What follows belongs to an exercise in optimizing a design on an open flow for small area, a short achievable clock period and few clock cycles per item; a production flow would make more cautious choices.
Only simulation tests tie the RTL to the original design; equivalence was not proved.

==> flow/design.v, too long to show whole: its modules and the start of the top module <==
// module pid_booth: 17 lines
// module pid_mul_t: 594 lines
// module pid_mul_a: 322 lines
// module sat_mul: 19 lines
// module pid_fa: 4 lines
// module pid_ha: 4 lines
// module pid_cell: 214 lines
module pid_cell #(
    parameter int                     DATA_WIDTH = 32,
    parameter int                     DATA_SIZE  = 128,
    parameter int                     FRAC_BITS  = pid_pkg::FRAC_BITS_DEF,
    parameter logic signed [DATA_WIDTH-1:0] OUT_MAX = 32'h7FFFFFFF,
    parameter logic signed [DATA_WIDTH-1:0] OUT_MIN = 32'h80000000
) (
    input  logic                  aclk,
    input  logic                  aresetn,
    input  logic [DATA_SIZE-1:0]  regs_in,
    input  logic                  param_en,
    input  logic [DATA_WIDTH-1:0] s_data,
    input  logic                  s_valid,
    output logic                  s_ready,
    output logic [DATA_WIDTH-1:0] m_data,
    output logic                  m_valid,
    input  logic                  m_ready,
    output logic                  busy
);
  // ...
==> flow/flow/run.sh <==
#!/bin/bash
set -euo pipefail
bash standard.sh finish SETUP_SLACK_MARGIN=11.5 > standard_finish.log 2>&1
==> flow/standard.sh <==
#!/bin/bash
# synth_recipe.tcl (not shown) runs the flow's synth.tcl, then flattens the netlist and writes it again
# the make line also repeats each setting of config.mk as NAME=value (left out here)
make -C /OpenROAD-flow-scripts/flow DESIGN_CONFIG=/design/flow/config.mk WORK_HOME=/design/flow/orfs CLKGATE_MAP_FILE= SYNTH_SCRIPT=/design/flow/synth_recipe.tcl "${@:-finish}"
==> flow/config.mk <==
export PLATFORM = sky130hd
export DESIGN_NAME = pid_cell
export DESIGN_NICKNAME = pid_cell
export VERILOG_FILES = /design/flow/design.v
export SDC_FILE = /design/flow/constraint.sdc
export NUM_CORES = 4
export LEC_CHECK = 0
export ABC_AREA = 1
export CAP_MARGIN = 20
export CORE_MARGIN = 2
export CORE_UTILIZATION = 55
export SLEW_MARGIN = 20
export SYNTH_HIERARCHICAL = 1
export SYNTH_MINIMUM_KEEP_SIZE = 0
export TNS_END_PERCENT = 5
==> flow/constraint.sdc <==
create_clock -name core_clock -period 16.0 [get_ports {aclk}]
set_input_delay 3.2000 -clock core_clock [delete_from_list [all_inputs] [get_ports {aclk}]]
set_output_delay 3.2000 -clock core_clock [all_outputs]
set_load 0.01 [all_outputs]
==> flow_summary.ini, run 1 <==
[layout]
clock_area_frac = 0.0232
multi_input_area_share = 0.692
inv_count = 1113
clockBufferCount = 104

[worst_setup_path]
crit_path_end = ib2[21]
required_ns = 16.46
critPathMaxFanout = 10
crit_family = adder cells
path_cells = clkinvlp_4 -> buf_12 -> buf_4 -> o22ai_1 -> xor2_1 -> fa_1 -> fa_1 -> fa_1 -> fa_1 -> fa_1 -> fa_1
path_class = reg -> reg
critPathLaunch = ki_o[10]

[logic_synthesis]
synth.avg_cell_area_um2 = 8.58
ys_warn_count = 10
yosysMostFrequentCell = nand2_1
yosys.area_share.adder = 0.312
yosysTopAreaCell = fa_1
ys_seq_elements = 650

[route]
vias = 98300
routed_wl_mm = 436
route.met3.wl_mm = 52.3
via_per_inst = 6.61
avgRoutedWirePerCell_um = 29.3

[placement]
place.gp.congestion = 0.969
post-place-ws_ns = 9.31
place_inst = 14400

[run_status]
status = complete, no violations

[sta]
drv_slew = 0
whs_ns = 0.490
final.min_clock_period_ns = 4.77
worst_slew_pin_slew_ns = 1.44
fmax_mhz = 209
maxSlewHeadroom = 0.0395

[grt]
grt-busiest-layer = met2
antenna_found_initial = 20
use_met3 = 0.129

[clocking]
cts-buffers-inserted = 82
cts_resized = 481
Testbench counts, summed over its fixed seeds: cycles 2,240, items 2,048.
==> module pid_cell, before the edit <==
module pid_cell #(
    parameter int                     DATA_WIDTH = 32,
    parameter int                     DATA_SIZE  = 128,
    parameter int                     FRAC_BITS  = pid_pkg::FRAC_BITS_DEF,
    parameter logic signed [DATA_WIDTH-1:0] OUT_MAX = 32'h7FFFFFFF,
    parameter logic signed [DATA_WIDTH-1:0] OUT_MIN = 32'h80000000
) (
    input  logic                  aclk,
    input  logic                  aresetn,
    input  logic [DATA_SIZE-1:0]  regs_in,
    input  logic                  param_en,
    input  logic [DATA_WIDTH-1:0] s_data,
    input  logic                  s_valid,
    output logic                  s_ready,
    output logic [DATA_WIDTH-1:0] m_data,
    output logic                  m_valid,
    input  logic                  m_ready,
    output logic                  busy
);
    localparam int W  = DATA_WIDTH;
    localparam int NG = W / 2;           
    localparam int CS = 32;              
    localparam logic signed [W-1:0] SMAX = {1'b0, {(W-1){1'b1}}};
    localparam logic signed [W-1:0] SMIN = {1'b1, {(W-1){1'b0}}};
    localparam bit FULL_RANGE = (OUT_MAX == SMAX) && (OUT_MIN == SMIN);
    logic signed [W-1:0] sp;
    logic [NG-1:0]       kp_o, kp_t, kp_n, ki_o, ki_t, ki_n, kd_o, kd_t, kd_n;
    logic                kp_s, ki_s, kd_s;             
    logic signed [W-1:0] e_prev, integ;     
    logic signed [W+1:0] k_se;                         
    logic                pending;
    logic                v0, v1, v2, v3;
    logic [W-1:0]        y0;
    logic signed [W-1:0] de1;
    logic [CS-1:0]       pa2, pb2, ia2, ib2, da2, db2;
    logic                pc2, ic2, dc2, pz2, iz2, dz2, pu2, iu2, du2, ps2, is2, ds2;
    logic signed [W:0]   pd3;              
    logic                skid_v;
    logic [W-1:0]        skid;
    logic adv, acc, out_free, load_g;
    assign adv      = !skid_v;
    assign acc      = s_valid && s_ready;
    assign out_free = !m_valid || m_ready;
    function automatic logic signed [W-1:0] sat1(input logic signed [W:0] v);
        sat1 = (v[W] == v[W-1]) ? v[W-1:0] : {v[W], {(W-1){~v[W]}}};
    endfunction
    function automatic logic signed [W-1:0] sat2(input logic signed [W+1:0] v);
        sat2 = (v[W+1:W-1] == 3'b000 || v[W+1:W-1] == 3'b111) ? v[W-1:0]
             : {v[W+1], {(W-1){~v[W+1]}}};
    endfunction
    function automatic logic signed [W-1:0] sat3(input logic signed [W+2:0] v);
        sat3 = (v[W+2:W-1] == 4'b0000 || v[W+2:W-1] == 4'b1111) ? v[W-1:0]
             : {v[W+2], {(W-1){~v[W+2]}}};
    endfunction
    function automatic logic signed [W-1:0] clamp_out(input logic signed [W+1:0] v);
        if (FULL_RANGE) begin
            clamp_out = sat2(v);
        end else if (v > $signed({{2{OUT_MAX[W-1]}}, OUT_MAX})) begin
            clamp_out = OUT_MAX;
        end else if (v < $signed({{2{OUT_MIN[W-1]}}, OUT_MIN})) begin
            clamp_out = OUT_MIN;
        end else begin
            clamp_out = v[W-1:0];
        end
    endfunction
    logic signed [W:0]   d_sy, d_mn;
    logic signed [W+2:0] d_ky;
    logic signed [W+1:0] k_max, k_min, k_reg;
    logic signed [W-1:0] e_c, de_c, d_max, d_min;
    logic                ovf_p, ovf_n;
    always_comb begin
        d_sy  = $signed({sp[W-1], sp}) - $signed({y0[W-1], y0});
        d_ky  = $signed({k_se[W+1], k_se}) - $signed({{3{y0[W-1]}}, y0});
        d_max = e_prev[W-1] ? SMAX : {1'b0, ~e_prev[W-2:0]};
        d_mn  = $signed({SMIN[W-1], SMIN}) - $signed({e_prev[W-1], e_prev});
        d_min = sat1(d_mn);
        ovf_p = !d_sy[W] &&  d_sy[W-1];
        ovf_n =  d_sy[W] && !d_sy[W-1];
        e_c   = sat1(d_sy);
        if (ovf_p)      de_c = d_max;
        else if (ovf_n) de_c = d_min;
        else            de_c = sat3(d_ky);
        k_max = $signed({{2{sp[W-1]}}, sp}) - $signed({2'b00, SMAX});
        k_min = $signed({{2{sp[W-1]}}, sp}) - $signed({2'b11, SMIN});
        k_reg = $signed({{2{sp[W-1]}}, sp}) - $signed({{2{e_prev[W-1]}}, e_prev});
    end
    logic [NG-1:0] rp_o, rp_t, rp_n, ri_o, ri_t, ri_n, rd_o, rd_t, rd_n;
    logic          rp_s, ri_s, rd_s;
    pid_booth u_enc_p (.b(regs_in[pid_pkg::WORD_KP*W +: W]), .bo(rp_o), .bt(rp_t), .bn(rp_n), .bs(rp_s));
    pid_booth u_enc_i (.b(regs_in[pid_pkg::WORD_KI*W +: W]), .bo(ri_o), .bt(ri_t), .bn(ri_n), .bs(ri_s));
    pid_booth u_enc_d (.b(regs_in[pid_pkg::WORD_KD*W +: W]), .bo(rd_o), .bt(rd_t), .bn(rd_n), .bs(rd_s));
    logic [CS-1:0] pa_t, pb_t, ia_t, ib_t, da_t, db_t;
    logic          pc_t, ic_t, dc_t, pz_t, iz_t, dz_t, pu_t, iu_t, du_t, ps_t, is_t, ds_t;
    pid_mul_t u_mt_p (.a(e_prev),  .bo(kp_o), .bt(kp_t), .bn(kp_n), .bs(kp_s), .ra(pa_t), .rb(pb_t),
                      .cin(pc_t), .ok0(pz_t), .ok1(pu_t), .sgn(ps_t));
    pid_mul_t u_mt_i (.a(e_prev),  .bo(ki_o), .bt(ki_t), .bn(ki_n), .bs(ki_s), .ra(ia_t), .rb(ib_t),
                      .cin(ic_t), .ok0(iz_t), .ok1(iu_t), .sgn(is_t));
    pid_mul_t u_mt_d (.a(de1), .bo(kd_o), .bt(kd_t), .bn(kd_n), .bs(kd_s), .ra(da_t), .rb(db_t),
                      .cin(dc_t), .ok0(dz_t), .ok1(du_t), .sgn(ds_t));
    logic [W-1:0] p_w, i_w, d_w;
    logic         p_r, i_r, d_r;
    pid_mul_a u_ma_p (.ra(pa2), .rb(pb2), .cin(pc2), .ok0(pz2), .ok1(pu2), .sw(p_w), .inr(p_r));
    pid_mul_a u_ma_i (.ra(ia2), .rb(ib2), .cin(ic2), .ok0(iz2), .ok1(iu2), .sw(i_w), .inr(i_r));
    pid_mul_a u_ma_d (.ra(da2), .rb(db2), .cin(dc2), .ok0(dz2), .ok1(du2), .sw(d_w), .inr(d_r));
    logic signed [W-1:0] p_c, i_c, d_c, integ_next;
    logic signed [W:0]   pd_c;
    always_comb begin
        p_c        = p_r ? p_w : {ps2, {(W-1){~ps2}}};
        i_c        = i_r ? i_w : {is2, {(W-1){~is2}}};
        d_c        = d_r ? d_w : {ds2, {(W-1){~ds2}}};
        integ_next = clamp_out($signed({{2{integ[W-1]}}, integ}) + $signed({{2{i_c[W-1]}}, i_c}));
        pd_c       = $signed({p_c[W-1], p_c}) + $signed({d_c[W-1], d_c});
    end
    logic signed [W-1:0] res;
    assign res = clamp_out($signed({pd3[W], pd3}) + $signed({{2{integ[W-1]}}, integ}));
    assign load_g = (param_en || pending) && !acc && !v0 && !(v1 && !adv);
    logic pending_n, skid_v_n, mvalid_n;
    always_comb begin
        pending_n = (param_en || pending) && !load_g;
        skid_v_n  = skid_v ? !out_free : (v3 && !out_free);
        mvalid_n  = out_free ? (skid_v || v3) : m_valid;
    end
    always_ff @(posedge aclk or negedge aresetn) begin
        if (!aresetn) begin
            sp      <= '0;
            kp_o    <= '0;
            kp_t    <= '0;
            kp_n    <= '0;
            kp_s    <= 1'b0;
            ki_o    <= '0;
            ki_t    <= '0;
            ki_n    <= '0;
            ki_s    <= 1'b0;
            kd_o    <= '0;
            kd_t    <= '0;
            kd_n    <= '0;
            kd_s    <= 1'b0;
            e_prev  <= '0;
            k_se    <= '0;
            integ   <= '0;
            pending <= 1'b0;
            v0      <= 1'b0;
            v1      <= 1'b0;
            v2      <= 1'b0;
            v3      <= 1'b0;
            skid_v  <= 1'b0;
            m_valid <= 1'b0;
            s_ready <= 1'b1;
            busy    <= 1'b0;
        end else begin
            if (load_g) begin
                sp   <= regs_in[pid_pkg::WORD_SP*W +: W];
                kp_o <= rp_o;
                kp_t <= rp_t;
                kp_n <= rp_n;
                kp_s <= rp_s;
                ki_o <= ri_o;
                ki_t <= ri_t;
                ki_n <= ri_n;
                ki_s <= ri_s;
                kd_o <= rd_o;
                kd_t <= rd_t;
                kd_n <= rd_n;
                kd_s <= rd_s;
            end
            pending <= pending_n;
            if (adv) begin
                v0 <= acc;
                v1 <= v0;
                v2 <= v1;
                v3 <= v2;
                if (v0) e_prev <= e_c;
                if (v2) integ <= integ_next;
            end
            if (adv && v0) begin
                k_se <= ovf_p ? k_max : ovf_n ? k_min : $signed({{2{y0[W-1]}}, y0});
            end else begin
                k_se <= k_reg;
            end
            skid_v  <= skid_v_n;
            m_valid <= mvalid_n;
            s_ready <= !skid_v_n && !pending_n;
            busy    <= (adv ? (acc || v0 || v1 || v2) : (v0 || v1 || v2 || v3))
                    || mvalid_n || skid_v_n;
        end
    end
    always_ff @(posedge aclk) begin
        if (adv) begin
            y0  <= s_data;
            de1 <= de_c;
            pa2 <= pa_t;
            pb2 <= pb_t;
            pc2 <= pc_t;
            pz2 <= pz_t;
            pu2 <= pu_t;
            ps2 <= ps_t;
            ia2 <= ia_t;
            ib2 <= ib_t;
            ic2 <= ic_t;
            iz2 <= iz_t;
            iu2 <= iu_t;
            is2 <= is_t;
            da2 <= da_t;
            db2 <= db_t;
            dc2 <= dc_t;
            dz2 <= dz_t;
            du2 <= du_t;
            ds2 <= ds_t;
            pd3 <= pd_c;
        end
        if (!skid_v && v3 && !out_free) skid <= res;
        if (out_free) m_data <= skid_v ? skid : res;
    end
endmodule
==> run 2, diff against run 1 <==
--- a/flow/design.v
+++ b/flow/design.v
@@ -1009,3 +1009,3 @@
     logic [W-1:0]        y0;
-    logic signed [W-1:0] de1;
+    logic signed [W-1:0] de1, ei1;
     logic [CS-1:0]       pa2, pb2, ia2, ib2, da2, db2;
@@ -1071,3 +1071,3 @@
                       .cin(pc_t), .ok0(pz_t), .ok1(pu_t), .sgn(ps_t));
-    pid_mul_t u_mt_i (.a(e_prev),  .bo(ki_o), .bt(ki_t), .bn(ki_n), .bs(ki_s), .ra(ia_t), .rb(ib_t),
+    pid_mul_t u_mt_i (.a(ei1),     .bo(ki_o), .bt(ki_t), .bn(ki_n), .bs(ki_s), .ra(ia_t), .rb(ib_t),
                       .cin(ic_t), .ok0(iz_t), .ok1(iu_t), .sgn(is_t));
@@ -1123,3 +1123,3 @@
             m_valid <= 1'b0;
-            s_ready <= 1'b1;
+            s_ready <= 1'b0;
             busy    <= 1'b0;
@@ -1166,2 +1166,3 @@
             de1 <= de_c;
+            if (v0) ei1 <= e_c;
             pa2 <= pa_t;
==> run 2 against run 1 <==
Critical path type unchanged. Via count shrank 0.81%. Maximum frequency grew 0.62%. Clock skew up 0.0046 ns. Still clean.
==> flow_summary.ini, run 2 <==
[run_status]
status = complete, no violations

[floorplan]
die_width_um = 448
row_count = 163
core_area_um2 = 197000
io_pins = 200
dieArea_um2 = 201000
die_height_um = 448
start_util = 0.552

[sta]
finClkSkew_ns = 0.0632
rsz0062_at_grt = true
fmax_mhz = 211
setup_viol = 0
tns_ns = 0
maxSlewHeadroom = 0.244
post-route-period-util = 0.297
final.min_clock_period_ns = 4.74
layout_setup_ws_ns = 11.26
worst_slew_pin_slew_ns = 1.13
finalHoldViolations = 0
drv_slew = 0

[logic_synthesis]
yosysTopAreaCellShare = 0.236
ys_seq_elements = 682
synth_area_leaders = fa_1, xor2_1, edfxtp_1
yosysTopAreaCell = fa_1
syn_nets = 14600
syn_inst = 12500
synthDistinctLibCells = 65
syn-cell-area_um2 = 109000
ys_warn_count = 10
synth_edf_count = 397
synthTopCellsByCount = nand2_1, xor2_1, o22ai_1, fa_1, inv_1
yosysMostFrequentCell = nand2_1
synth_seq_area_share = 0.175
ys.flop_type = edfxtp_1
synth.avg_cell_area_um2 = 8.66
synthArstFlopShare = 0.418

[hold_path]
whs_path_depth = 2
min_path_type = reg -> reg
whs_endpoint = kp_t[15]
min_from = kp_t[15]

[placement]
portBuffers = 199
dpl_cell_area_um2 = 110000
post-place-ws_ns = 9.41
place.gp.congestion = 0.949
dpl.hpwl_mm = 279

[worst_setup_path]
path_class = reg -> reg
rrSetupSlack_ns = 11.26
cp.arrival_ns = 5.18
r2r-start = kd_n[14]
required_ns = 16.43
startpoint_type = flop
cp-end-kind = flop
r2r_end = db2[13]
r2r_cells = 8
critPathMaxFanout = 31

[route]
vias = 97500
postRouteAntennaNets = 0
routed_wl_mm = 423
via_per_inst = 6.53
drt_pass1_iterations = 9
drt-initial-drc-count = 12500
remaining_drc_errors = 0
avgRoutedWirePerCell_um = 28.4

[clocking]
clk_latency_ns = 0.76
cts_tree = built
htreeDepth = 3
cts_root_buf = clkbuf_16
path_clk_slew_ns = 0.06
cts-buffers-inserted = 84
clock-sinks = 682
clockBufferDepth = 3
hold_buffers = 0

[grt]
use_met3 = 0.129
antenna_found_initial = 25
grt-busiest-layer = met2
grt_util_met1 = 0.507
grt_usage = 0.410
use_met2 = 0.628
grt_first_pass_wirelength_mm = 619
gr-total-overflow = 0
grt_pass1_vias = 98500
grt_start_max_net_pins = 101

[layout]
design_area_um2 = 119000
top_regs = k_se x33, pd3 x33
fin_nets = 14300
drive_gt1_frac = 0.107
area_growth_pct = 9.15
final_cell_mix = nand2_1, xor2_1, o22ai_1, fa_1, inv_1
final_common_cell = nand2_1
fillers = 17400

[job]
drv_cap = 0
## run 2: critical path, stage by stage, from the launching register on
cell        delay, ns
dfrtp_1          0.32
buf_4            0.55
clkinvlp_4       0.49
xor2_2           0.46
fa_1             0.53
fa_1             0.51
fa_1             0.40
fa_1             0.52
fa_1             0.60
## run 2: timing repair
item | CTS | global route
resized for setup | 398 | 468
endpoints found under the setup margin | 507 | 526
buffers inserted | 75 | 71
gates cloned | 35 | 18
pin swaps | 25 | 88
## run 2: layer usage
layer  vias up  wire [um]
li1      41000          -
met1     47500     157000
met2      6926     186000
met3      2042      50400
met4        12      30200
met5         -         94
## run 2: cells by family (layout without fill, tap and decap cells)
kind of cell | Yosys count | in the layout | share of synthesized area
other | 0 | 15 | 0
AOI/OAI and AO/OA | 2613 | 2613 | 0.146
DFF | 682 | 682 | 0.175
xor gates and xnor gates | 1824 | 1824 | 0.147
and+or+nand+nor | 3336 | 3343 | 0.128
adders and majority gates | 1911 | 1911 | 0.309
buffers and inverters | 2177 | 1897 | 0.0940
## run 2: worst max-delay path by stage
| stage | endpoint | slack, ns | depth (start not counted) | start |
|---|---|---|---|---|
| 2_1_floorplan | skid[0] | 10.91 | 3 | m_ready |
| 3_3_place_gp | sp[29] | 9.49 | 8 | param_en |
| 3_5_place_dp | sp[29] | 9.41 | 8 | param_en |
| 4_1_cts | kp_n[10] | 11.32 | 3 | aresetn |
| 5_1_grt | pb2[13] | 11.21 | 10 | kp_o[3] |
| 6_report | db2[13] | 11.26 | 8 | kd_n[14] |
## run 2: Yosys stat by module, one instance, submodules excluded
module,flip-flops and latches,cells inside,cell area (um^2)
pid_booth,0,110,593
pid_fa,0,1,20.0
pid_mul_a,0,386,2130
pid_mul_t,0,1673,11500
pid_ha,0,1,12.5
pid_cell,682,4635,39000
## run 2: layout make-up
| cell class | count | area, um^2 | share of cell area |
|---|---|---|---|
| Multi-Input combinational cell | 9691 | 81500 | 0.688 |
| Sequential cell | 682 | 19100 | 0.161 |
| Timing Repair Buffer | 648 | 7270 | 0.0613 |
| Inverter | 1085 | 4300 | 0.0362 |
| Tap cell | 2640 | 3300 | 0.0279 |
| Clock buffer | 107 | 2290 | 0.0193 |
| Clock inverter | 49 | 634 | 0.00535 |
| Timing Repair inverter | 8 | 58.8 | 0.000496 |
| Antenna cell | 15 | 37.5 | 0.000317 |
## run 2: per-stage QoR
stage                      util  instances  hold WS (ns)
after floorplan               -      12500         0.444
after global placement    0.558      14600         0.463
after detailed placement  0.558      14600         0.465
after CTS                 0.587      14800         0.481
after global routing      0.602      14900         0.508
final                     0.602      14900         0.478
Testbench counts of run 2, summed over its fixed seeds: cycles 2,240, items 2,048.
==> run 3, diff against run 2 <==
--- a/flow/config.mk
+++ b/flow/config.mk
@@ -10,3 +10,3 @@
 export CORE_MARGIN = 2
-export CORE_UTILIZATION = 55
+export CORE_UTILIZATION = 62
 export SLEW_MARGIN = 20
==> run 3 against run 2 <==
The flow now stops in detailed routing. Synthesized area did not move. Global-route usage rose by 3.2 points. Synthesized cell count is the same.
==> flow_summary.ini, run 3 <==
[grt]
antenna_found_initial = 9
grt_first_pass_wirelength_mm = 602
grt_usage = 0.442
grt_pass1_vias = 100000
gr-total-overflow = 0
grt_start_max_net_pins = 92

[logic_synthesis]
synth_area_leaders = fa_1, xor2_1, edfxtp_1
synth_seq_area_share = 0.175
yosysTopAreaCellShare = 0.236
syn_inst = 12500
ys.flop_type = edfxtp_1
synth_edf_count = 397
syn-cell-area_um2 = 109000
yosysTopAreaCell = fa_1
synthDistinctLibCells = 65
synthTopCellsByCount = nand2_1, xor2_1, o22ai_1, fa_1, inv_1
yosysMostFrequentCell = nand2_1
synthArstFlopShare = 0.418
ys_seq_elements = 682
syn_nets = 14600
ys_warn_count = 10
synth.avg_cell_area_um2 = 8.66

[floorplan]
die_width_um = 423
die_height_um = 423
io_pins = 200
row_count = 153
start_util = 0.624

[placement]
post-place-ws_ns = 9.85
dpl_cell_area_um2 = 109000
dpl.hpwl_mm = 272
portBuffers = 199
place.gp.congestion = 1.01

[clocking]
clockBufferDepth = 3
htreeDepth = 3
cts-buffers-inserted = 86
clock-sinks = 682
cts_root_buf = clkbuf_16

[sta]
grt-worst-endpoint = integ[15]$_DFFE_PN0P_/D
worst_endpoint_kind = register input

[run_status]
toolErrorMsg = Error: u_mt_i.t570 1 pin not visited #guides = 7
status = stopped before the end
stop_stage = detailed routing
[run 3: cell counts after synthesis]
Identical to the previous run, type by type.
[run 3: Yosys stat by module (local to each module, per instance)]
module	times used	cells inside	flip-flops and latches
pid_cell	1	4635	682
pid_mul_t	3	1673	0
pid_mul_a	3	386	0
pid_booth	3	110	0
pid_fa	1272	1	0
pid_ha	129	1	0
[run 3: worst max path at each step]
stage | to | depth (start not counted) | from
detailed placement | sp[14] | 7 | param_en
floorplan | skid[0] | 3 | m_ready
global placement | sp[1] | 7 | param_en
global route | pb2[15] | 10 | e_prev[18]
CTS | ei1[18] | 14 | y0[29]
[run 3: repair_timing]
action	CTS	global route
setup endpoints to repair	462	537
hold buffers	0	0
setup buffers	59	75
pin swaps	14	69
gates cloned	18	19
endpoints found under the hold margin	0	0
resized for setup	316	468
[run 3: cells by family after synthesis]
| logic type | after synthesis | synth area share |
|---|---|---|
| simple gates | 3336 | 0.128 |
| compound gates | 2613 | 0.146 |
| buf+inv | 2177 | 0.0940 |
| fa+ha+maj | 1911 | 0.309 |
| xor+xnor | 1824 | 0.147 |
| flops | 682 | 0.175 |
[run 3: per-layer routing]
layer / track usage
met2: 0.672
met4: 0.266
met5: 0.00323
met3: 0.153
met1: 0.542
[run 3: stage by stage]
step,std cells
after floorplan,12500
after global placement,14200
after detailed placement,14200
after CTS,14500
after global routing,14600
==> run 4, diff against run 3 <==
--- a/flow/config.mk
+++ b/flow/config.mk
@@ -10,3 +10,3 @@
 export CORE_MARGIN = 2
-export CORE_UTILIZATION = 62
+export CORE_UTILIZATION = 55
 export SLEW_MARGIN = 20
@@ -14,2 +14,2 @@
 export SYNTH_MINIMUM_KEEP_SIZE = 0
-export TNS_END_PERCENT = 5
+export TNS_END_PERCENT = 0
==> run 4 against run 3 <==
Synthesized area is the same. Global-route usage down 3.3 points. Synthesized cell count did not move. The run now finishes clean.
==> flow_summary.ini, run 4 <==
[sta]
fmax_mhz = 211
setup_viol = 0
drv_slew = 0
rsz0062_at_grt = true
finClkSkew_ns = 0.0601
whs_ns = 0.479
maxSlewHeadroom = 0.251
finalHoldViolations = 0
tns_ns = 0
final.min_clock_period_ns = 4.73
post-route-period-util = 0.296
worst_slew_pin_slew_ns = 1.12

[logic_synthesis]
ys_seq_elements = 682
syn_inst = 12500
synthDistinctLibCells = 65
synthArstFlopShare = 0.418
yosysTopAreaCellShare = 0.236
ys.flop_type = edfxtp_1
synth_seq_area_share = 0.175
synthTopCellsByCount = nand2_1, xor2_1, o22ai_1, fa_1, inv_1
yosysTopAreaCell = fa_1
syn-cell-area_um2 = 109000
synth_edf_count = 397
synth_area_leaders = fa_1, xor2_1, edfxtp_1
ys_warn_count = 10
yosysMostFrequentCell = nand2_1
syn_nets = 14600
synth.avg_cell_area_um2 = 8.66

[clocking]
cts_tree = built
cts_root_buf = clkbuf_16
htreeDepth = 3
clock-sinks = 682
clockBufferDepth = 3
cts-buffers-inserted = 84
path_clk_slew_ns = 0.06
clk_latency_ns = 0.76

[worst_setup_path]
path_class = reg -> reg
r2r-start = kd_n[14]
cp.arrival_ns = 5.17
required_ns = 16.43
critPathLaunch = kd_n[14]
startpoint_type = flop
critPathMaxFanout = 31
cp-end-kind = flop

[layout]
top_regs = k_se x33, pd3 x33
utilization = 0.594
drive_gt1_frac = 0.0901
area_growth_pct = 7.61
final_cell_mix = nand2_1, xor2_1, o22ai_1, fa_1, inv_1
design_area_um2 = 117000
final_common_cell = nand2_1
fin_nets = 14200

[grt]
use_met3 = 0.129
grt_util_met1 = 0.505
use_met2 = 0.627
grt_start_max_net_pins = 101
grt_usage = 0.409
grt-busiest-layer = met2
antenna_found_initial = 22
gr-total-overflow = 0
grt_first_pass_wirelength_mm = 618
grt_pass1_vias = 98500

[placement]
place.gp.congestion = 0.949
dpl_cell_area_um2 = 110000
dpl.hpwl_mm = 279
portBuffers = 199

[floorplan]
core_area_um2 = 197000
io_pins = 200
dieArea_um2 = 201000
start_util = 0.552
row_count = 163
die_height_um = 448
die_width_um = 448

[run_status]
status = complete, no violations

[route]
vias = 96800
drt-initial-drc-count = 12700
routed_wl_mm = 419
avgRoutedWirePerCell_um = 28.2
postRouteAntennaNets = 0
drt_pass1_iterations = 10
remaining_drc_errors = 0
via_per_inst = 6.50

[hold_path]
min_path_type = reg -> reg
min_from = kp_t[15]

[job]
drv_cap = 0
==> run 4: cell counts after synthesis <==
Identical to the previous run, type by type.
==> run 4: cells by family after synthesis <==
| group | share of synthesized area |
|---|---|
| AO/OA/AOI/OAI | 0.146 |
| AND/OR/NAND/NOR | 0.128 |
| XOR/XNOR | 0.147 |
| flip-flops | 0.175 |
| adder cells (fa/ha/maj) | 0.309 |
| buffers and inverters | 0.0940 |
==> run 4: path summary, 6_finish.rpt <==
| check | end | slack, ns | cells past startpoint |
|---|---|---|---|
| worst max-delay path | db2[13] | 11.27 | 8 |
| worst min-delay path | kp_t[15] | 0.48 | 2 |
| worst max register to register | db2[13] | 11.27 | 8 |
| worst min register to register | kp_t[15] | 0.48 | 2 |
| max in group asynchronous | kp_n[10] | 11.77 | 3 |
| min in group asynchronous | ki_n[14] | 2.45 | 1 |
==> run 4: cell type report <==
cell class,count,area [um^2]
Antenna cell,13,32.5
Clock buffer,107,2290
Clock inverter,49,634
Fill cell,17600,79900
Inverter,1085,4270
Multi-Input combinational cell,9690,80400
Sequential cell,682,19100
Tap cell,2640,3300
Timing Repair Buffer,606,6770
Timing Repair inverter,8,61.3
==> run 4: per-layer routing <==
metal	wire, um	vias up	part of all wire
li1	-	40900	-
met1	156000	47100	0.37
met2	184000	6711	0.44
met3	49100	1978	0.12
met4	29700	12	0.071
met5	226	-	0.00054
==> run 4: timing repair <==
| action | in CTS | in global routing |
|---|---|---|
| endpoints found under the hold margin | 0 | 0 |
| endpoints found under the setup margin | 507 | 529 |
| pin swaps | 18 | 43 |
| gates cloned | 33 | 11 |
| resized for setup | 369 | 236 |
| buffers inserted | 68 | 44 |
| hold buffers | 0 | 0 |
==> run 4: modules after synthesis, one instance, submodules excluded <==
module / flip-flops and latches / times used
pid_cell: 682 / 1
pid_mul_t: 0 / 3
pid_mul_a: 0 / 3
pid_booth: 0 / 3
pid_fa: 0 / 1272
pid_ha: 0 / 129
==> run 4: per-stage QoR <==
step / cells / setup WS [ns]
floorplan: 12500 / 10.91
global placement: 14600 / 9.49
detailed placement: 14600 / 9.41
CTS: 14800 / 11.32
global route: 14900 / 11.20
finish: 14900 / 11.27
==> run 4: critical path, stage by stage, from the launching register on <==
cell        delay (ns)
dfrtp_1           0.33
buf_4             0.55
clkinvlp_4        0.49
xor2_2            0.46
fa_1              0.53
fa_1              0.51
fa_1              0.40
fa_1              0.52
fa_1              0.59
==> run 5, diff against run 4 <==
--- a/flow/config.mk
+++ b/flow/config.mk
@@ -11,2 +11,4 @@
 export CORE_UTILIZATION = 55
+export CTS_CLUSTER_DIAMETER = 100
+export CTS_CLUSTER_SIZE = 20
 export SLEW_MARGIN = 20
==> run 5 against run 4 <==
Count of clock-buffer cells in the layout fell by 38. Worst setup slack got worse by 0.055 ns. Via count fell by 0.30%. Clock skew fell by 0.026 ns. Synthesized area did not move. Cell area fell by 1.7%.
==> flow_summary.ini, run 5 <==
[run_status]
status = complete, no violations

[floorplan]
row_count = 163
dieArea_um2 = 201000
core_area_um2 = 197000
start_util = 0.552
io_pins = 200
die_height_um = 448
die_width_um = 448

[logic_synthesis]
syn-cell-area_um2 = 109000
ys.flop_type = edfxtp_1
synthArstFlopShare = 0.418
yosysMostFrequentCell = nand2_1
synthTopCellsByCount = nand2_1, xor2_1, o22ai_1, fa_1, inv_1
synth_seq_area_share = 0.175
yosysTopAreaCellShare = 0.236
ys_seq_elements = 682
synth_edf_count = 397
synth.avg_cell_area_um2 = 8.66
syn_inst = 12500
ys_warn_count = 10
synthDistinctLibCells = 65
synth_area_leaders = fa_1, xor2_1, edfxtp_1
yosysTopAreaCell = fa_1
syn_nets = 14600

[placement]
portBuffers = 199
post-place-ws_ns = 9.41
dpl.hpwl_mm = 279
place.gp.congestion = 0.949

[sta]
setup_viol = 0
post-route-period-util = 0.299
worst_slew_pin_slew_ns = 1.11
finClkSkew_ns = 0.0345
rsz0062_at_grt = true
finalHoldViolations = 0
maxSlewHeadroom = 0.259
final.min_clock_period_ns = 4.79
drv_slew = 0
tns_ns = 0
fmax_mhz = 209
layout_setup_ws_ns = 11.21

[worst_setup_path]
critical_path.most_common_cell = fa_1
startpoint_type = flop
cp-end-kind = flop
critPathBufInv = 2
slowest_delay_ns = 0.57
required_ns = 16.44
path_class = reg -> reg
cp.arrival_ns = 5.23
critPathMaxFanout = 31
critPathSlowestCell = fa_1
path_cells = inv_1 -> buf_4 -> o22ai_1 -> xor2_1 -> fa_1 -> fa_1 -> fa_1 -> fa_1 -> fa_1 -> fa_1
crit_family = adder cells

[grt]
grt_start_max_net_pins = 101
antenna_found_initial = 22
grt_usage = 0.407
grt_pass1_vias = 98100
gr-total-overflow = 0
grt_first_pass_wirelength_mm = 615

[layout]
fin_nets = 14200
utilization = 0.584
area_growth_pct = 5.83
drive_gt1_frac = 0.0795
top_regs = k_se x33, pd3 x33
fillers = 17800
final_cell_mix = nand2_1, xor2_1, o22ai_1, fa_1, inv_1
final_common_cell = nand2_1
seq_area_um2 = 19100
multi_input_area_um2 = 80000

[route]
via_per_inst = 6.52
postRouteAntennaNets = 0
route.met3.wl_mm = 49.4
drt_pass1_iterations = 9
routed_wl_mm = 417
vias = 96500
wl_met2_mm = 183
avgRoutedWirePerCell_um = 28.2
wl_met1_mm = 155
drt-initial-drc-count = 12300
dr.max_layer_used = met5
remaining_drc_errors = 0

[clocking]
clockBufferDepth = 3
cts_tree = built
cts_root_buf = clkbuf_16
path_clk_slew_ns = 0.09
cts-buffers-inserted = 50
clk_latency_ns = 0.74
htreeDepth = 2
clock-sinks = 682

[hold_path]
min_path_type = reg -> reg

[job]
drv_cap = 0
[run 5: metrics by stage]
stage / instance area, um^2 / hold slack [ns] / instances
after global placement: 110000 / 0.463 / 14600
after floorplan: 109000 / 0.444 / 12500
final: 115000 / 0.485 / 14800
after global routing: 115000 / 0.517 / 14800
after CTS: 114000 / 0.488 / 14700
after detailed placement: 110000 / 0.465 / 14600
[run 5: cell families (layout without fill, tap and decap cells)]
| logic type | count (synthesis) | in the layout | share of synthesized area |
|---|---|---|---|
| buffers and inverters | 2177 | 1770 | 0.0940 |
| flip-flops | 682 | 682 | 0.175 |
| other | 0 | 11 | 0 |
| adder cells (fa/ha/maj) | 1911 | 1911 | 0.309 |
| XOR/XNOR | 1824 | 1824 | 0.147 |
| AO/OA/AOI/OAI | 2613 | 2613 | 0.146 |
| AND/OR/NAND/NOR | 3336 | 3342 | 0.128 |
[run 5: per-layer routing]
| metal | global-route usage | up-vias |
|---|---|---|
| li1 | - | 40800 |
| met1 | 0.506 | 47000 |
| met2 | 0.626 | 6771 |
| met5 | 0 | - |
| met4 | 0.242 | 14 |
| met3 | 0.123 | 1871 |
[run 5: worst paths after layout]
| path | from | to | slack [ns] | cells after the start |
|---|---|---|---|---|
| max | kp_o[5] | pb2[14] | 11.21 | 10 |
| min | kp_t[15] | kp_t[15] | 0.49 | 2 |
| max reg2reg | kp_o[5] | pb2[14] | 11.21 | 10 |
| min reg2reg | kp_t[15] | kp_t[15] | 0.49 | 2 |
| max in group asynchronous | aresetn | kp_n[10] | 11.79 | 3 |
| min in group asynchronous | aresetn | ki_t[14] | 2.43 | 1 |
[run 5: timing repair]
item,4_1_cts,5_1_grt
hold buffers,0,0
cloned,33,5
buffers inserted,69,27
gates resized for setup,376,121
endpoints found under the setup margin,508,539
pin swaps,18,17
[run 5: worst min-delay path, stage by stage, from the launching register on]
cell,delay [ns]
dfrtp_1,0.35
nand2_1,0.05
nand2_1,0.05
[run 5: final cells by class]
class / instances / share of cell area
clock inverter: 24 / 0.00290
inverter: 1085 / 0.0371
tap: 2640 / 0.0287
timing repair buffer: 585 / 0.0557
sequential: 682 / 0.166
multi-input combinational: 9690 / 0.696
clock buffer: 69 / 0.0121
timing repair inverter: 7 / 0.000446
antenna: 11 / 0.000240
[run 5: modules after synthesis, one instance, submodules excluded]
| module | flops+latches | cells | area [um^2] |
|---|---|---|---|
| pid_cell | 682 | 4635 | 39000 |
| pid_fa | 0 | 1 | 20.0 |
| pid_mul_t | 0 | 1673 | 11500 |
| pid_mul_a | 0 | 386 | 2130 |
| pid_booth | 0 | 110 | 593 |
| pid_ha | 0 | 1 | 12.5 |
==> run 6, diff against run 5 <==
==> flow/flow/run.sh (replaced) <==
#!/bin/bash
set -euo pipefail
bash standard.sh finish SETUP_SLACK_MARGIN=12 > standard_finish.log 2>&1
--- a/flow/config.mk
+++ b/flow/config.mk
@@ -11,4 +11,2 @@
 export CORE_UTILIZATION = 55
-export CTS_CLUSTER_DIAMETER = 100
-export CTS_CLUSTER_SIZE = 20
 export SLEW_MARGIN = 20
==> run 6 against run 5 <==
Worst setup slack improved by 0.11 ns. Synthesized area unchanged. Via count rose by 0.75%. Critical path type unchanged.
==> flow_summary.ini, run 6 <==
[layout]
final_cell_mix = nand2_1, xor2_1, o22ai_1, fa_1, inv_1
utilization = 0.601
drive_gt1_frac = 0.111
final_common_cell = nand2_1
area_growth_pct = 8.94
top_regs = k_se x33, pd3 x33
fillers = 17400
fin_nets = 14300

[grt]
grt_first_pass_wirelength_mm = 623
grt_usage = 0.413
grt_pass1_vias = 99100
antenna_found_initial = 27
grt_start_max_net_pins = 101
gr-total-overflow = 0

[clocking]
hold_buffers = 0
htreeDepth = 3
clk_latency_ns = 0.76
cts-buffers-inserted = 84
clockBufferDepth = 3
path_clk_slew_ns = 0.07
cts_root_buf = clkbuf_16
cts_tree = built
clock-sinks = 682

[placement]
portBuffers = 199
post-place-ws_ns = 9.41
place.gp.congestion = 0.949
dpl.hpwl_mm = 279

[logic_synthesis]
synth_seq_area_share = 0.175
yosysTopAreaCellShare = 0.236
ys_seq_elements = 682
synth_edf_count = 397
yosysTopAreaCell = fa_1
ys.flop_type = edfxtp_1
syn_nets = 14600
yosysMostFrequentCell = nand2_1
syn_inst = 12500
synth.avg_cell_area_um2 = 8.66
synth_area_leaders = fa_1, xor2_1, edfxtp_1
syn-cell-area_um2 = 109000
synthDistinctLibCells = 65
synthTopCellsByCount = nand2_1, xor2_1, o22ai_1, fa_1, inv_1
synthArstFlopShare = 0.418
ys_warn_count = 10

[route]
wl_met1_mm = 155
avgRoutedWirePerCell_um = 28.3
drt-initial-drc-count = 12500
postRouteAntennaNets = 0
remaining_drc_errors = 0
vias = 97200
wl_met2_mm = 185
route.met3.wl_mm = 51.2
via_per_inst = 6.52
routed_wl_mm = 423
dr.max_layer_used = met5
drt_pass1_iterations = 10

[floorplan]
dieArea_um2 = 201000
die_width_um = 448
io_pins = 200
die_height_um = 448
start_util = 0.552
core_area_um2 = 197000
row_count = 163

[sta]
worst_slew_pin_slew_ns = 1.12
final.min_clock_period_ns = 4.67
maxSlewHeadroom = 0.252
layout_setup_ws_ns = 11.33
whs_ns = 0.478
finalHoldViolations = 0
setup_viol = 0
tns_ns = 0
finClkSkew_ns = 0.0644
fmax_mhz = 214
drv_slew = 0
post-route-period-util = 0.292
rsz0062_at_grt = true

[worst_setup_path]
r2r_cells = 10
startpoint_type = flop
r2r-start = e_prev[24]
r2r_end = pb2[16]
critPathMaxFanout = 32
required_ns = 16.47
cp-end-kind = flop
path_class = reg -> reg
cp.arrival_ns = 5.14
rrSetupSlack_ns = 11.33

[hold_path]
whs_path_depth = 2
min_path_type = reg -> reg
min_from = kp_t[15]
whs_endpoint = kp_t[15]

[run_status]
status = complete, no violations

[job]
drv_cap = 0
==> run 6: cell counts after synthesis <==
No cell type changed its count.
==> run 6: layout make-up <==
cell class	instances	area [um^2]	share of cell area
multi-input cells	9691	81300	0.687
well taps	2640	3300	0.0279
repair buffers	633	7280	0.0615
diodes	12	30.0	0.000254
inverters	1085	4290	0.0362
flip-flops and latches	682	19100	0.162
clock buffers	107	2290	0.0193
repair inverters	9	66.3	0.000561
clock inverters	49	634	0.00536
==> run 6: logic make-up (layout without fill, tap and decap cells) <==
| kind of cell | count (synthesis) | in the layout | share of synthesized area |
|---|---|---|---|
| other | 0 | 12 | 0 |
| adders and majority gates | 1911 | 1911 | 0.309 |
| AOI/OAI and AO/OA | 2613 | 2613 | 0.146 |
| DFF | 682 | 682 | 0.175 |
| buffers and inverters | 2177 | 1883 | 0.0940 |
| and+or+nand+nor | 3336 | 3343 | 0.128 |
| xor gates and xnor gates | 1824 | 1824 | 0.147 |
==> run 6: worst max path at each step <==
stage / cells after the start / start / slack (ns) / end
final: 10 / e_prev[24] / 11.33 / pb2[16]
after global routing: 15 / kp_o[15] / 11.32 / pz2
after CTS: 17 / ei1[30] / 11.44 / iz2
after detailed placement: 8 / param_en / 9.41 / sp[29]
after global placement: 8 / param_en / 9.49 / sp[29]
after floorplan: 3 / m_ready / 10.91 / skid[0]
==> run 6: repair_timing <==
item | 4_1_cts | 5_1_grt
setup buffers | 113 | 24
endpoints found under the setup margin | 699 | 711
pin swaps | 101 | 71
resized for setup | 689 | 341
endpoints found under the hold margin | 0 | 0
gates cloned | 40 | 8
==> run 6: stage by stage <==
stage,area (um^2),std cells
CTS,117000,14900
detailed placement,110000,14600
global route,118000,14900
finish,118000,14900
floorplan,109000,12500
global placement,110000,14600
==> run 6: critical path: stages, from the launching register on <==
cell     delay, ns
dfrtp_2       0.47
inv_1         0.10
buf_12        0.19
o22ai_1       0.30
xor2_1        0.32
fa_1          0.49
fa_1          0.44
fa_1          0.53
fa_1          0.48
fa_1          0.51
fa_1          0.54
==> run 6: Yosys stat by module (local to each module, per instance) <==
| module | cells | flip-flops and latches | copies in the design | cell area [um^2] |
|---|---|---|---|---|
| pid_ha | 1 | 0 | 129 | 12.5 |
| pid_booth | 110 | 0 | 3 | 593 |
| pid_cell | 4635 | 682 | 1 | 39000 |
| pid_mul_t | 1673 | 0 | 3 | 11500 |
| pid_mul_a | 386 | 0 | 3 | 2130 |
| pid_fa | 1 | 0 | 1272 | 20.0 |
==> run 6: routing by layer <==
metal	global-route usage	vias to the layer above
met5	0.00337	-
met4	0.259	22
met3	0.130	1956
met2	0.630	6840
met1	0.508	47400
li1	-	41000

[what the ideal ports hide]
The flow's constraints put no driver on any port. The routed layouts listed below were extracted and timed again, unchanged, in two steps.
Step 1 assumes that a clkbuf_16 drives the clock port and a buf_2 every other input.
Step 2 moves the port delays by t, midway between the first and last clock arrival at a register: inputs arrive t later, outputs are due t later. That takes back most of the time a late clock gives input paths.
a / b / c = ideal / step 1 / step 2; a / b = the first two.
run	t, ns	setup WS [ns]	worst hold slack (ns)
run 1	0.841	11.226 / 11.226 / 10.614	0.490 / 0.490 / 0.490
run 2	0.824	11.256 / 11.256 / 10.650	0.478 / 0.478 / 0.478
run 4	0.821	11.267 / 11.267 / 10.559	0.479 / 0.479 / 0.479
run 5	0.815	11.212 / 11.212 / 10.573	0.485 / 0.485 / 0.485
run 6	0.823	11.326 / 11.326 / 10.775	0.478 / 0.478 / 0.478
After both steps setup and hold are still met in every run listed. For run 4, which loses most, drivers alone change the setup slack by 0.000 ns; drivers and shift together by -0.708 ns.
